Source: an optimization exercise on an open RTL-to-GDS flow (aim: small area, a short achievable clock period and few clock cycles per item). Production flows keep margins and buffers that such runs may drop.
No run shown here included a check of the RTL's function; only the layout flow was run.

==> flow/design.v (outline; a module is shown in full before it is edited, if it fits) <==
// module bcmd_fa: 10 lines
// module bcmd_xtree: 817 lines
// module bcmd_shtree: 199 lines
// module bcmd_filt: 182 lines
// module bcmd_q1tree: 318 lines
// module bcmd_ttree: 372 lines
// module bcmd_atree: 103 lines
// module bcmd_mixsum: 263 lines
// module bcmd_magtree: 137 lines
// module bcmd_integ: 168 lines
// module bcmd_target: 122 lines
// module balance_car_motor_drive: 329 lines
module balance_car_motor_drive (
  input  wire logic        clk_i,
  input  wire logic        rst_ni,
  input  wire logic        cfg_we_i,
  input  wire logic [2:0]  cfg_idx_i,
  input  wire logic [14:0] cfg_data_i,
  input  wire logic        s_axis_tvalid_i,
  output logic             s_axis_tready_o,
  input  wire logic [95:0] s_axis_tdata_i,
  output logic             m_axis_tvalid_o,
  input  wire logic        m_axis_tready_i,
  output logic [31:0]      m_axis_tdata_o
);
  // ...
==> flow/run.sh <==
#!/bin/bash
# synth_recipe.tcl (not shown) runs the flow's synth.tcl, then flattens the netlist and writes it again
# the make line also repeats each setting of config.mk as NAME=value (left out here)
make -C /OpenROAD-flow-scripts/flow DESIGN_CONFIG=/design/flow/config.mk WORK_HOME=/design/flow/orfs CLKGATE_MAP_FILE= SYNTH_SCRIPT=/design/flow/synth_recipe.tcl finish
==> flow/config.mk <==
export PLATFORM = sky130hd
export DESIGN_NAME = balance_car_motor_drive
export DESIGN_NICKNAME = balance_car_motor_drive
export VERILOG_FILES = /design/flow/design.v
export SDC_FILE = /design/flow/constraint.sdc
export NUM_CORES = 4
export LEC_CHECK = 0
export CAP_MARGIN = 20
export CORE_MARGIN = 2
export CORE_UTILIZATION = 65
export PLACE_DENSITY = 0.75
export SETUP_SLACK_MARGIN = 5
export SLEW_MARGIN = 20
export SYNTH_HIERARCHICAL = 1
export SYNTH_MINIMUM_KEEP_SIZE = 0
==> flow/constraint.sdc <==
create_clock -name core_clock -period 12.0 [get_ports {clk_i}]
set_input_delay 2.4000 -clock core_clock [delete_from_list [all_inputs] [get_ports {clk_i}]]
set_output_delay 2.4000 -clock core_clock [all_outputs]
set_load 0.01 [all_outputs]
==> results.sh, run 1 <==
export IMPL_outcome="no timing/DRC/antenna violations"
export IMPL_cts_hold_buffers_added=0
export IMPL_clk_share=0.03730
export IMPL_multi_input_area_share=0.6202
export IMPL_nonClockBufferCount=183
export IMPL_clkTransAtPathRegs_ns=0.06
export IMPL_grtUsageTotal=0.3129
export IMPL_cts_root_buf="clkbuf_16"
export IMPL_postCtsSetupBuffers=0
export IMPL_tightest_slew_ns=1.128
export IMPL_cp_num_cells=13
export IMPL_drv_cap=0
export IMPL_met3_length_um=12140
export IMPL_n_antenna_cell=1
export IMPL_fin_util=0.6881
export IMPL_routabilityCongestion=0.9307
export IMPL_wl_met2_um=82270
export IMPL_busiest_layer="met2"
export IMPL_setup_viol=0
export IMPL_dp_cells=7496
export IMPL_slowest_stage="or2_0"
export IMPL_num_io_pins=153
export IMPL_dominant_cells="multi-input combinational cells"
export IMPL_crit_chain="nor2b_1, fa_1, fa_1, fa_1, ha_1, nand4b_1, nand2_1, a221oi_1, a2111oi_1, or2_0, a21oi_1, a221o_1, mux2_2"
export IMPL_yosys_top_cells_count="fa_1, nand2_1, ha_1"
export IMPL_fin_crit_sh=0.4609
export IMPL_ctsResizeCount=0
export IMPL_synth_seq_area_share=0.2824
export IMPL_critPathArrivalTime_ns=6.09
export IMPL_placed_area_um2=71800
export IMPL_rr_startpoint="zint_q"
==> inputs of run 2 (changes only) <==
--- a/flow/config.mk
+++ b/flow/config.mk
@@ -7,3 +7,3 @@
 export LEC_CHECK = 0
-export CAP_MARGIN = 20
+export CAP_MARGIN = 50
 export CORE_MARGIN = 2
@@ -12,3 +12,3 @@
 export SETUP_SLACK_MARGIN = 5
-export SLEW_MARGIN = 20
+export SLEW_MARGIN = 80
 export SYNTH_HIERARCHICAL = 1
==> run 2 against run 1 <==
Compared with the run above:
- critical path depth grew 3
- largest cell class unchanged
- cell area grew 7.1%
- highest routed layer unchanged
- first-iteration DRC count grew 7.4%
- cell count grew 4.3%
- sequential share of layout area shrank 1.5 points
- register-to-register slack gained 0.09 ns
==> results.sh, run 2 <==
export IMPL_yosysMostFrequentCell="fa_1"
export IMPL_drt_first_iter_violations=3889
export IMPL_fmax_mhz=183.9
export IMPL_setup_viol=0
export IMPL_wl_met1_um=70020
export IMPL_clock_latency_ns=0.67
export IMPL_drv_cap=0
export IMPL_grt_max_degree=42
export IMPL_n_antenna_cell=0
export IMPL_final_cell_mix="fa_1, nand2_1, ha_1"
export IMPL_async_flop_share=0.2132
export IMPL_initial_utilization=0.6534
export IMPL_clock_sinks=699
export IMPL_fin_util=0.7373
export IMPL_stdcell_count=7978
export IMPL_dieArea_um2=111600
export IMPL_clock_path_buffers=3
export IMPL_hold_path_class="register to register"
export IMPL_layout_drive_gt1_share=0.1685
export IMPL_cts_buffers=82
export IMPL_detail_route_wl_per_cell_um=22.11
export IMPL_cts_hold_buffers_added=0
export IMPL_grt_pass1_vias=51790
export IMPL_cts_root_buf="clkbuf_16"
export IMPL_final_common_cell="fa_1"
export IMPL_ctsResizeCount=0
export IMPL_rows=121
export IMPL_layout_nets=8205
export IMPL_post_route_drc_count=0
export IMPL_die_y_um=334.1
export IMPL_core_region_area_um2=108400
export IMPL_grtUsageTotal=0.3215
export IMPL_dpl_hpwl_um=138900
export IMPL_vias=48840
export IMPL_dp_cells=7800
export IMPL_cpPeakStageDelay_ns=0.64
export IMPL_cp_max_fo=14
export IMPL_syn_inst=6279
export IMPL_synth_warnings=7
export IMPL_tns_ns=0
export IMPL_min_period_ns=5.438
export IMPL_critPathArrivalTime_ns=6.04
export IMPL_syn2layout_area_growth_pct=12.84
export IMPL_cp_end_kind="register"
export IMPL_synth_edf_count=522
export IMPL_drtAntennaViolNets=0
export IMPL_die_w_um=334.1
export IMPL_slowest_stage="fa_1"
export IMPL_cp_required_ns=12.60
export IMPL_crit_top_cell="fa_1"
export IMPL_crit_type="register to register"
export IMPL_synth_avg_cell_area_um2=11.28
export IMPL_routabilityCongestion=0.9307
export IMPL_vias_per_cell=6.121
export IMPL_yosys_top_cells_count="fa_1, nand2_1, ha_1"
export IMPL_htree_levels=3
export IMPL_timing_hold_ws_ns=0.4003
export IMPL_synth_flop_cell="edfxtp_1"
export IMPL_cp_num_buf_inv=3
export IMPL_yosysTopAreaCellShare=0.2719
export IMPL_crit_path_start_kind="register"
export IMPL_synth_seq_cells=699
export IMPL_num_io_pins=153
export IMPL_outcome="no timing/DRC/antenna violations"
export IMPL_overflow=0
export IMPL_fin_crit_sh=0.4532
export IMPL_hold_viol=0
export IMPL_yosysTopAreaCell="fa_1"
export IMPL_antenna_found_initial=5
export IMPL_crit_chain="inv_2, o21ai_0, fa_1, fa_1, fa_1, ha_1, a21oi_1, nand2_1, a221oi_4, a2111oi_4, clkdlybuf4s50_1, clkdlybuf4s50_1, or2_4, or4_1, o211ai_1, mux2_2"
export IMPL_highest_layer="met4"
export IMPL_port_buffers=144
export IMPL_finalMaxSlewViolations=0
export IMPL_yosysUniqueCellTypes=131
export IMPL_critPathTopFamily="adder cells"
export IMPL_cts_tree="yes"
export IMPL_wl_met2_um=87330
export IMPL_drt_total_wl_um=176400
export IMPL_skew_ns=0.03047
export IMPL_clkTransAtPathRegs_ns=0.07
export IMPL_syn_area_um2=70830
export IMPL_rsz0062_at_grt="false"
export IMPL_grt_pass1_wl_um=280600
export IMPL_drt_pass1_iterations=6
export IMPL_synth_seq_area_share=0.2824
export IMPL_synth_area_leaders="fa_1, edfxtp_1, ha_1"
export IMPL_postCtsSetupBuffers=0
export IMPL_top_regs="s2_xa: 36 flops, s2_xb: 36 flops"
export IMPL_met3_length_um=12260
## run 2: cell counts after synthesis
Identical to the previous run, type by type.
## run 2: final timing paths
kind / from / to / slack, ns / cells past startpoint
worst max-delay path: s3_mpos / integ_q[14] / 6.56 / 16
worst min-delay path: s4_bal[13] / s5_bal[13] / 0.40 / 0
worst max register to register: s3_mpos / integ_q[14] / 6.56 / 16
worst min register to register: s4_bal[13] / s5_bal[13] / 0.40 / 0
max in group asynchronous: rst_ni / tready_q / 9.21 / 6
min in group asynchronous: rst_ni / started_q / 1.56 / 1
## run 2: final cells by class
cell class | count | area, µm²
multi-input cells | 4666 | 48550
fillers | 7252 | 28480
clock inverters | 53 | 534.3
well taps | 1414 | 1769
flip-flops and latches | 699 | 20240
inverters | 534 | 2013
repair buffers | 513 | 4582
clock buffers | 99 | 2228
## run 2: through the flow
stage	instance area [µm²]	worst slack, ns
2_1_floorplan	70900	3.338
3_3_place_gp	71800	6.743
3_5_place_dp	76130	6.521
4_1_cts	78890	6.492
5_1_grt	79920	6.421
6_report	79920	6.562
## run 2: cells by family (layout without fill, tap and decap cells)
| group | count (synthesis) | after routing | synth area share |
|---|---|---|---|
| AO/OA/AOI/OAI | 954 | 954 | 0.09038 |
| XOR/XNOR | 229 | 229 | 0.02966 |
| adder cells (fa/ha/maj) | 1590 | 1590 | 0.3829 |
| buffers and inverters | 920 | 1199 | 0.06596 |
| flip-flops | 699 | 699 | 0.2824 |
| multiplexers | 171 | 171 | 0.02682 |
| other | 5 | 11 | 0.0002650 |
| AND/OR/NAND/NOR | 1711 | 1711 | 0.1216 |
## run 2: routing by layer
metal	vias up	track usage
met5	-	0
met4	0	0.1209
met3	470	0.05010
met2	2069	0.5486
met1	24560	0.4168
li1	21740	-
## run 2: Yosys stat by module, one instance, submodules excluded, a selection
module                   cell area [µm²]  times used
bcmd_ttree                          2338           1
bcmd_filt                           1494           1
balance_car_motor_drive            29830           1
bcmd_xtree                          3473           1
bcmd_mixsum                         3508           1
bcmd_integ                          2746           1
bcmd_target                         2153           1
bcmd_shtree                         1334           1
bcmd_magtree                        1438           1
bcmd_atree                          1705           1
bcmd_fa                            20.02         943
## run 2: worst register-to-register path, cell delays in order, from the launching register on
cell             delay (ns)
edfxtp_1               0.45
inv_2                  0.20
o21ai_0                0.15
fa_1                   0.41
fa_1                   0.64
fa_1                   0.46
ha_1                   0.30
a21oi_1                0.16
nand2_1                0.16
a221oi_4               0.31
a2111oi_4              0.12
clkdlybuf4s50_1        0.46
clkdlybuf4s50_1        0.44
or2_4                  0.32
or4_1                  0.53
o211ai_1               0.10
mux2_2                 0.17

## afterwards: timing with drivers on the ports
How much do the figures lean on ideal ports? The routed layouts below were timed once more, with nothing changed but the port constraints.
Step 1 (the two cells are an assumption about what drives the block):
set clk [get_ports {clk_i}]
set_driving_cell -lib_cell sky130_fd_sc_hd__clkbuf_16 $clk
set_driving_cell -lib_cell sky130_fd_sc_hd__buf_2 [delete_from_list [all_inputs] $clk]
Step 2 also shifts input and output timing later by t, the mid clock arrival at the registers, as if the neighbouring blocks saw the same clock.
Slacks: ideal / step 1 / step 2; pairs: ideal / step 1.
| run | shift t [ns] | setup WS [ns] | latest minus earliest clock arrival (ns) | slew at the worst register clock pin (ns) | worst data-port slew with drivers (ns) |
|---|---|---|---|---|---|
| run 1 | 0.744 | 6.469 / 6.469 / 6.469 | 0.030 / 0.031 | 0.07 / 0.07 | 0.10 |
| run 2 | 0.730 | 6.562 / 6.562 / 6.562 | 0.032 / 0.032 | 0.07 / 0.07 | 0.09 |
After both steps setup and hold are still met in every run listed.
